Background: an optimization exercise with open tools, aiming at small area, a short achievable clock period and few clock cycles. Do not read the settings as production practice.
At most, simulation tests tie the RTL to the original design; equivalence was not proved.

==> inputs of pepper <==
// sha_accel_top
module sha_accel_top
(
    input  logic        clk,
    input  logic        areset,
    input  logic        csr_read,
    input  logic        csr_write,
    input  logic [3:0]  csr_address,
    input  logic [31:0] csr_writedata,
    output logic [31:0] csr_readdata,
    output logic        csr_waitrequest
);
clock: 10.0 ns
lec_check: 0
cap_margin: 20
core_margin: 2
core_utilization: 40
setup_slack_margin: 5
slew_margin: 20
run.sh (not shown) runs the stock make flow with config.mk's settings and CLKGATE_MAP_FILE= SYNTH_SCRIPT=/design/flow/synth_recipe.tcl, a recipe that flattens the netlist after the stock synthesis.
==> ember (differences from pepper) <==
--- a/flow/design.v
+++ b/flow/design.v
@@ -219,103 +219,127 @@
     output logic        use_pad,
     output logic [31:0] pad_word,
     output logic        round_go,
     output logic        chain,
     output logic        fin,
     output logic        done_status,
     output logic        done_next
 );
-    logic        busy;
-    logic        ended;
-    logic        pad;
-    logic        last_blk;
+    logic        busy, busy_n;
+    logic        ended, ended_n;
+    logic        pad, pad_n;
+    logic        last_blk, last_blk_n;
+    logic [5:0]  step_n;
+    logic [25:0] blk_left, blk_n;
+    logic        one_left, one_n;   
     logic        last_rnd;
     logic        chain_rnd;
-    logic [25:0] blk_left;
+    logic        staged;
     logic        can_step;
     logic        msg_phase;
-    assign can_step   = busy && (!ended || fin);
-    assign msg_phase  = !pad && (step_t[5:4] == 2'd0);
-    assign data_ready = can_step && msg_phase;
-    assign step_go    = can_step && (msg_phase ? data_go : 1'b1);
-    assign use_pad    = pad;
-    assign chain      = chain_rnd || fin;
+    assign can_step  = busy && (!ended || fin);
+    assign msg_phase = !pad && (step_t[5:4] == 2'd0);
+    assign step_go   = can_step && (msg_phase ? staged : 1'b1);
+    logic [3:0] pad_idx;
+    assign use_pad   = start ? (len_blocks == '0) : pad_n;
+    assign pad_idx   = start ? 4'd0 : step_n[3:0];
+    assign chain     = chain_rnd || fin;
     always_comb
     begin
-        case (step_t[3:0])
+        case (pad_idx)
             4'd0:    pad_word = 32'h8000_0000;
             4'd14:   pad_word = {29'b0, len_blocks[25:23]};
             4'd15:   pad_word = {len_blocks[22:0], 9'b0};
             default: pad_word = '0;
         endcase
     end
-    assign done_next = !start && (done_status || (last_rnd && last_blk));
-    always_ff @(posedge clk or posedge areset)
+    always_comb
     begin
-        if (areset)
-            done_status <= 1'b0;
-        else
-            done_status <= done_next;
+        busy_n     = busy;
+        ended_n    = ended;
+        pad_n      = pad;
+        last_blk_n = last_blk;
+        step_n     = step_t;
+        blk_n      = blk_left;
+        one_n      = one_left;
+        if (fin)
+        begin
+            ended_n = 1'b0;
+            if (last_blk)
+                busy_n = 1'b0;
+        end
+        if (step_go)
+        begin
+            step_n = step_t + 6'd1;
+            if (step_t == 6'd63)
+            begin
+                ended_n = 1'b1;
+                if (pad)
+                    last_blk_n = 1'b1;
+                else
+                begin
+                    blk_n = blk_left - 26'd1;
+                    one_n = (blk_left == 26'd2);
+                    if (one_left)
+                        pad_n = 1'b1;
+                end
+            end
+        end
     end
+    assign data_ready = busy && !pad
+                     && ((can_step && ((step_t < 6'd15) || (step_t == 6'd15 && !staged)))
+                         || last_rnd);
+    assign done_next = !start && (done_status || (last_rnd && last_blk));
     always_ff @(posedge clk or posedge areset)
     begin
         if (areset)
         begin
             busy        <= 1'b0;
             ended       <= 1'b0;
             pad         <= 1'b0;
             last_blk    <= 1'b0;
             last_rnd    <= 1'b0;
             chain_rnd   <= 1'b0;
             round_go    <= 1'b0;
             fin         <= 1'b0;
+            staged      <= 1'b0;
+            done_status <= 1'b0;
             step_t      <= '0;
             blk_left    <= '0;
+            one_left    <= 1'b0;
         end
         else
         begin
-            round_go <= step_go;
-            last_rnd <= step_go && (step_t == 6'd63);
-            chain_rnd <= step_go && (step_t >= 6'd61);
-            fin      <= last_rnd;
             if (start)
             begin
-                busy        <= 1'b1;
-                ended       <= 1'b0;
-                pad         <= (len_blocks == '0);
-                last_blk    <= 1'b0;
-                step_t      <= '0;
-                blk_left    <= len_blocks;
+                busy     <= 1'b1;
+                ended    <= 1'b0;
+                pad      <= (len_blocks == '0);
+                last_blk <= 1'b0;
+                step_t   <= '0;
+                blk_left <= len_blocks;
+                one_left <= (len_blocks == 26'd1);
             end
             else
             begin
-                if (fin)
-                begin
-                    ended <= 1'b0;
-                    if (last_blk)
-                        busy <= 1'b0;
-                end
-                if (step_go)
-                begin
-                    step_t <= step_t + 6'd1;
-                    if (step_t == 6'd63)
-                    begin
-                        ended <= 1'b1;
-                        if (pad)
-                            last_blk <= 1'b1;
-                        else
-                        begin
-                            blk_left <= blk_left - 26'd1;
-                            if (blk_left == 26'd1)
-                                pad <= 1'b1;
-                        end
-                    end
-                end
+                busy     <= busy_n;
+                ended    <= ended_n;
+                pad      <= pad_n;
+                last_blk <= last_blk_n;
+                step_t   <= step_n;
+                blk_left <= blk_n;
+                one_left <= one_n;
             end
+            done_status <= done_next;
+            round_go    <= step_go;
+            last_rnd    <= step_go && (step_t == 6'd63);
+            chain_rnd   <= step_go && (step_t >= 6'd61);
+            fin         <= last_rnd;
+            staged      <= data_go;
         end
     end
 endmodule
 module sha256_core
 (
     input  logic         clk,
     input  logic         start,
     input  logic         step_go,
@@ -333,58 +357,59 @@
         32'h5be0cd19, 32'h1f83d9ab, 32'h9b05688c, 32'h510e527f,
         32'ha54ff53a, 32'h3c6ef372, 32'hbb67ae85, 32'h6a09e667
     };
     function automatic logic [63:0] csa(input logic [31:0] x, input logic [31:0] y,
                                         input logic [31:0] z);
         csa = {((x & y) | (x & z) | (y & z)) << 1, x ^ y ^ z};
     endfunction
     logic [15:0][31:0] w;       
-    logic [31:0]       kq;      
+    logic [31:0]       bus_q;   
+    logic [31:0]       k_t;     
     logic [31:0]       hkw;     
     logic [7:0][31:0]  wv;      
     logic [7:0][31:0]  hv;      
     logic [31:0] a, b, c, d, e, f, g, h;
     assign {h, g, f, e, d, c, b, a} = wv;
     logic [31:0] in_word;
     logic [31:0] s0w, s1w;
     logic [63:0] sc1, sc2;
-    logic [63:0] kc1, kc2, kc3;
-    logic [63:0] ec1;
     logic [31:0] sch_word;
     logic [31:0] h_in;
-    logic [31:0] hkw_late, hkw_early;
     logic        early;
     assign early   = (step_t[5:4] == 2'd0);
-    assign in_word = use_pad ? pad_word : sha_pkg::bswap32(bus_word);
+    assign in_word = bus_q;
     assign s0w = sha_pkg::rotr(w[1], 7) ^ sha_pkg::rotr(w[1], 18) ^ (w[1] >> 3);
     assign s1w = sha_pkg::rotr(w[14], 17) ^ sha_pkg::rotr(w[14], 19) ^ (w[14] >> 10);
     assign sc1 = csa(w[0], w[9], s0w);
     assign sc2 = csa(sc1[31:0], sc1[63:32], s1w);
     assign sch_word = sc2[31:0] + sc2[63:32];
-    assign kc1 = csa(g, kq, w[9]);
-    assign kc2 = csa(kc1[31:0], kc1[63:32], w[0]);
-    assign kc3 = csa(kc2[31:0], kc2[63:32], s0w);
-    logic [63:0] kc4;
-    assign kc4 = csa(kc3[31:0], kc3[63:32], s1w);
-    assign hkw_late = kc4[31:0] + kc4[63:32];
     assign h_in = round_go ? g : (fin ? hv[6] : h);
-    assign ec1 = csa(h_in, kq, in_word);
-    assign hkw_early = ec1[31:0] + ec1[63:32];
+    logic [31:0] w9m, s0m, s1m;
+    logic [63:0] hc1, hc2, hc3, hc4;
+    assign w9m = early ? 32'd0 : w[9];
+    assign s0m = early ? 32'd0 : s0w;
+    assign s1m = early ? 32'd0 : s1w;
+    assign hc1 = csa(h_in, k_t, early ? in_word : w[0]);
+    assign hc2 = csa(w9m, s0m, s1m);
+    assign hc3 = csa(hc1[31:0], hc1[63:32], hc2[31:0]);
+    assign hc4 = csa(hc3[31:0], hc3[63:32], hc2[63:32]);
+    always_ff @(posedge clk)
+        bus_q <= use_pad ? pad_word : sha_pkg::bswap32(bus_word);
     always_ff @(posedge clk)
     begin
         if (step_go)
         begin
             w   <= {(early ? in_word : sch_word), w[15:1]};
-            hkw <= early ? hkw_early : hkw_late;
+            hkw <= hc4[31:0] + hc4[63:32];
         end
         if (start)
-            kq <= 32'h428a2f98;
+            k_t <= 32'h428a2f98;
         else if (step_go)
-            kq <= sha_pkg::k_next(step_t);
+            k_t <= sha_pkg::k_next(step_t);
     end
     logic [31:0] bs0, bs1, ch, maj;
     logic [63:0] re1, re2, ra1, ra2, ra3;
     logic [31:0] a_new, e_new;
     assign bs0 = sha_pkg::rotr(a, 2) ^ sha_pkg::rotr(a, 13) ^ sha_pkg::rotr(a, 22);
     assign bs1 = sha_pkg::rotr(e, 6) ^ sha_pkg::rotr(e, 11) ^ sha_pkg::rotr(e, 25);
     assign ch  = (e & f) ^ (~e & g);
     assign maj = (a & b) ^ (a & c) ^ (b & c);
==> onyx (differences from pepper) <==
--- a/flow/design.v
+++ b/flow/design.v
@@ -115,119 +115,68 @@
     input  logic         clk,
     input  logic         areset,
     input  logic         csr_read,
     input  logic         csr_write,
     input  logic [3:0]   csr_address,
     input  logic [31:0]  csr_writedata,
     input  logic         data_ready,
     input  logic         done_status,
-    input  logic         done_next,
     input  logic [255:0] digest,
-    input  logic         digest0_new,
-    input  logic [31:0]  digest0_next,
     output logic         start,
     output logic         data_go,
     output logic [25:0]  len_blocks,
     output logic [31:0]  csr_readdata,
     output logic         csr_waitrequest
 );
-    logic        wr_ctrl;
-    logic        wr_data;
-    logic        wr_len;
-    logic        rd_dig;        
-    logic [2:0]  rd_idx;        
-    logic        hit;
-    logic        rd_stall;
-    logic        nxt_dig;
-    logic [2:0]  nxt_idx;
-    logic [31:0] rdata;
-    logic [31:0] dig_word;
+    logic wr_ctrl;
+    logic wr_data;
+    logic wr_len;
     assign wr_ctrl = csr_write && (csr_address[1:0] == 2'd1);
     assign wr_data = csr_write && (csr_address[1:0] == 2'd2);
     assign wr_len  = csr_write && (csr_address[1:0] == 2'd3);
     assign start   = wr_ctrl && csr_writedata[4];
     assign data_go = wr_data && data_ready;
     always_ff @(posedge clk or posedge areset)
     begin
         if (areset)
             len_blocks <= '0;
         else if (wr_len)
             len_blocks <= csr_writedata[31:6];
     end
-    assign hit = (csr_address[3] == rd_dig)
-              && (!rd_dig || (csr_address[2:0] == rd_idx));
-    assign rd_stall = csr_read && !hit;
     always_comb
     begin
-        nxt_dig = rd_dig;
-        nxt_idx = rd_idx;
-        if (rd_stall)
-        begin
-            nxt_dig = csr_address[3];
-            nxt_idx = csr_address[2:0];
-        end
-        else if (csr_read)
-        begin
-            if (rd_dig)
-            begin
-                nxt_dig = (rd_idx != 3'd7);
-                nxt_idx = rd_idx + 3'd1;
-            end
-            else if (done_status)
-            begin
-                nxt_dig = 1'b1;
-                nxt_idx = 3'd0;
-            end
-        end
-    end
-    always_ff @(posedge clk or posedge areset)
-    begin
-        if (areset)
-        begin
-            rd_dig <= 1'b0;
-            rd_idx <= '0;
-        end
+        if (csr_address[3])
+            csr_readdata = sha_pkg::bswap32(digest[32*csr_address[2:0] +: 32]);
         else
         begin
-            rd_dig <= nxt_dig;
-            rd_idx <= nxt_idx;
+            csr_readdata = '0;
+            csr_readdata[5] = done_status;
         end
     end
-    assign dig_word = (digest0_new && nxt_idx == 3'd0) ? digest0_next
-                                                       : digest[32*nxt_idx +: 32];
-    always_comb
-    begin
-        rdata = '0;
-        if (nxt_dig)
-            rdata = sha_pkg::bswap32(dig_word);
-        else
-            rdata[5] = done_next;
-    end
-    always_ff @(posedge clk)
-        csr_readdata <= rdata;
-    assign csr_waitrequest = rd_stall || (wr_data && !data_ready);
+    assign csr_waitrequest = wr_data && !data_ready;
+    logic unused;
+    assign unused = csr_read;
 endmodule
 module block_assembler
 (
     input  logic        clk,
     input  logic        areset,
     input  logic        start,
     input  logic        data_go,
     input  logic [25:0] len_blocks,
     output logic        data_ready,
     output logic        step_go,
     output logic [5:0]  step_t,
     output logic        use_pad,
     output logic [31:0] pad_word,
     output logic        round_go,
     output logic        chain,
     output logic        fin,
-    output logic        done_status,
-    output logic        done_next
+    output logic        done_status
 );
     logic        busy;
     logic        ended;
     logic        pad;
     logic        last_blk;
     logic        last_rnd;
     logic        chain_rnd;
     logic [25:0] blk_left;
@@ -243,62 +192,58 @@
     begin
         case (step_t[3:0])
             4'd0:    pad_word = 32'h8000_0000;
             4'd14:   pad_word = {29'b0, len_blocks[25:23]};
             4'd15:   pad_word = {len_blocks[22:0], 9'b0};
             default: pad_word = '0;
         endcase
     end
-    assign done_next = !start && (done_status || (last_rnd && last_blk));
-    always_ff @(posedge clk or posedge areset)
-    begin
-        if (areset)
-            done_status <= 1'b0;
-        else
-            done_status <= done_next;
-    end
     always_ff @(posedge clk or posedge areset)
     begin
         if (areset)
         begin
             busy        <= 1'b0;
             ended       <= 1'b0;
             pad         <= 1'b0;
             last_blk    <= 1'b0;
             last_rnd    <= 1'b0;
             chain_rnd   <= 1'b0;
             round_go    <= 1'b0;
             fin         <= 1'b0;
+            done_status <= 1'b0;
             step_t      <= '0;
             blk_left    <= '0;
         end
         else
         begin
             round_go <= step_go;
             last_rnd <= step_go && (step_t == 6'd63);
             chain_rnd <= step_go && (step_t >= 6'd61);
             fin      <= last_rnd;
             if (start)
             begin
                 busy        <= 1'b1;
                 ended       <= 1'b0;
                 pad         <= (len_blocks == '0);
                 last_blk    <= 1'b0;
+                done_status <= 1'b0;
                 step_t      <= '0;
                 blk_left    <= len_blocks;
             end
             else
             begin
                 if (fin)
                 begin
                     ended <= 1'b0;
                     if (last_blk)
                         busy <= 1'b0;
                 end
+                if (last_rnd && last_blk)
+                    done_status <= 1'b1;
                 if (step_go)
                 begin
                     step_t <= step_t + 6'd1;
                     if (step_t == 6'd63)
                     begin
                         ended <= 1'b1;
                         if (pad)
                             last_blk <= 1'b1;
@@ -321,18 +266,17 @@
     input  logic         step_go,
     input  logic [5:0]   step_t,
     input  logic         use_pad,
     input  logic [31:0]  pad_word,
     input  logic [31:0]  bus_word,
     input  logic         round_go,
     input  logic         chain,
     input  logic         fin,
-    output logic [255:0] digest,
-    output logic [31:0]  digest0_next
+    output logic [255:0] digest
 );
     localparam logic [255:0] IV = {
         32'h5be0cd19, 32'h1f83d9ab, 32'h9b05688c, 32'h510e527f,
         32'ha54ff53a, 32'h3c6ef372, 32'hbb67ae85, 32'h6a09e667
     };
     function automatic logic [63:0] csa(input logic [31:0] x, input logic [31:0] y,
                                         input logic [31:0] z);
         csa = {((x & y) | (x & z) | (y & z)) << 1, x ^ y ^ z};
@@ -409,17 +353,16 @@
         else if (start)
             wv <= IV;
         if (chain)
             hv <= hv_rot;
         else if (start)
             hv <= IV;
     end
     assign digest = hv;
-    assign digest0_next = ha_sum;
 endmodule
 module sha_accel_top
 (
     input  logic        clk,
     input  logic        areset,
     input  logic        csr_read,
     input  logic        csr_write,
     input  logic [3:0]  csr_address,
@@ -427,18 +370,16 @@
     output logic [31:0] csr_readdata,
     output logic        csr_waitrequest
 );
     logic         start;
     logic         data_go;
     logic         data_ready;
     logic [25:0]  len_blocks;
     logic         done_status;
-    logic         done_next;
-    logic [31:0]  digest0_next;
     logic [255:0] digest;
     logic         step_go;
     logic [5:0]   step_t;
     logic         use_pad;
     logic [31:0]  pad_word;
     logic         round_go;
     logic         chain;
     logic         fin;
@@ -446,19 +387,16 @@
         .clk             (clk),
         .areset          (areset),
         .csr_read        (csr_read),
         .csr_write       (csr_write),
         .csr_address     (csr_address),
         .csr_writedata   (csr_writedata),
         .data_ready      (data_ready),
         .done_status     (done_status),
-        .done_next       (done_next),
-        .digest0_new     (fin),
-        .digest0_next    (digest0_next),
         .digest          (digest),
         .start           (start),
         .data_go         (data_go),
         .len_blocks      (len_blocks),
         .csr_readdata    (csr_readdata),
         .csr_waitrequest (csr_waitrequest)
     );
     block_assembler u_asm (
@@ -470,26 +408,24 @@
         .data_ready  (data_ready),
         .step_go     (step_go),
         .step_t      (step_t),
         .use_pad     (use_pad),
         .pad_word    (pad_word),
         .round_go    (round_go),
         .chain       (chain),
         .fin         (fin),
-        .done_status (done_status),
-        .done_next   (done_next)
+        .done_status (done_status)
     );
     sha256_core u_core (
         .clk      (clk),
         .start    (start),
         .step_go  (step_go),
         .step_t   (step_t),
         .use_pad  (use_pad),
         .pad_word (pad_word),
         .bus_word (csr_writedata),
         .round_go (round_go),
         .chain    (chain),
         .fin      (fin),
-        .digest   (digest),
-        .digest0_next (digest0_next)
+        .digest   (digest)
     );
 endmodule
- SETUP_SLACK_MARGIN: 5 -> 4.5
==> summary.txt <==
Outcome: pepper complete, no violations; ember complete, no violations; onyx complete, no violations
Avg Vias per Cell: pepper 5.74; ember 5.60; onyx 5.68
Max-slew headroom at the worst pin: pepper 18.5%; ember 17.9%; onyx 21.8%
Number of buffer cells added on primary ports: pepper 72; ember 72; onyx 71
GR Util met1: pepper 36.6%; ember 35.5%; onyx 33.1%
CTS Buf Count: pepper 132; ember 134; onyx 131
Buffering stage count on the worst path with inverters included: pepper 4; ember 2; onyx 4
Via count of the first global-routing pass: pepper 48.0k; ember 46.3k; onyx 44.2k
Fraction of area in multi-input gates: pepper 41.8%; ember 39.8%; onyx 41.5%
Number of distinct standard cells referenced by the synthesized netlist: pepper 94; ember 102; onyx 85
Number of antenna violations at the first check in global routing: pepper 9; ember 2; onyx 1
Post CTS Setup Buffer Count: pepper 108; ember 77; onyx 36
Testbench counts of pepper, summed over its fixed seeds: cycles 27,557.
Testbench counts of ember, summed over its fixed seeds: cycles 27,660.
No functional check of the RTL was part of onyx.

what the ideal ports hide:
How much do the figures lean on ideal ports? The routed layouts below were timed once more, with nothing changed but the port constraints. Step 1: set_driving_cell puts a clkbuf_16 on clk and a buf_2 on each other input, an assumption about the parent block. Step 2, shift: input delay + t, output delay - t, t = (earliest + latest rising clock arrival at the registers) / 2. This alone moves slack from input paths to output paths. Slacks: no drivers / after step 1 / after step 2; pairs: no drivers / after step 1.
run | t, ns | slack for setup (ns) | hold slack, ns | pins driven straight from the clock port
pepper | 0.886 | 4.829 / 4.829 / 4.091 | 0.383 / 0.383 / 0.383 | 1
ember | 0.849 | 4.579 / 4.579 / 4.364 | 0.406 / 0.406 / 0.406 | 1
onyx | 0.861 | 4.429 / 4.196 / 3.745 | 0.374 / 0.374 / 0.374 | 1
After both steps setup and hold are still met in every run listed. The setup slack of pepper, which loses most, moves by 0.000 ns with the drivers and by -0.738 ns with both steps.
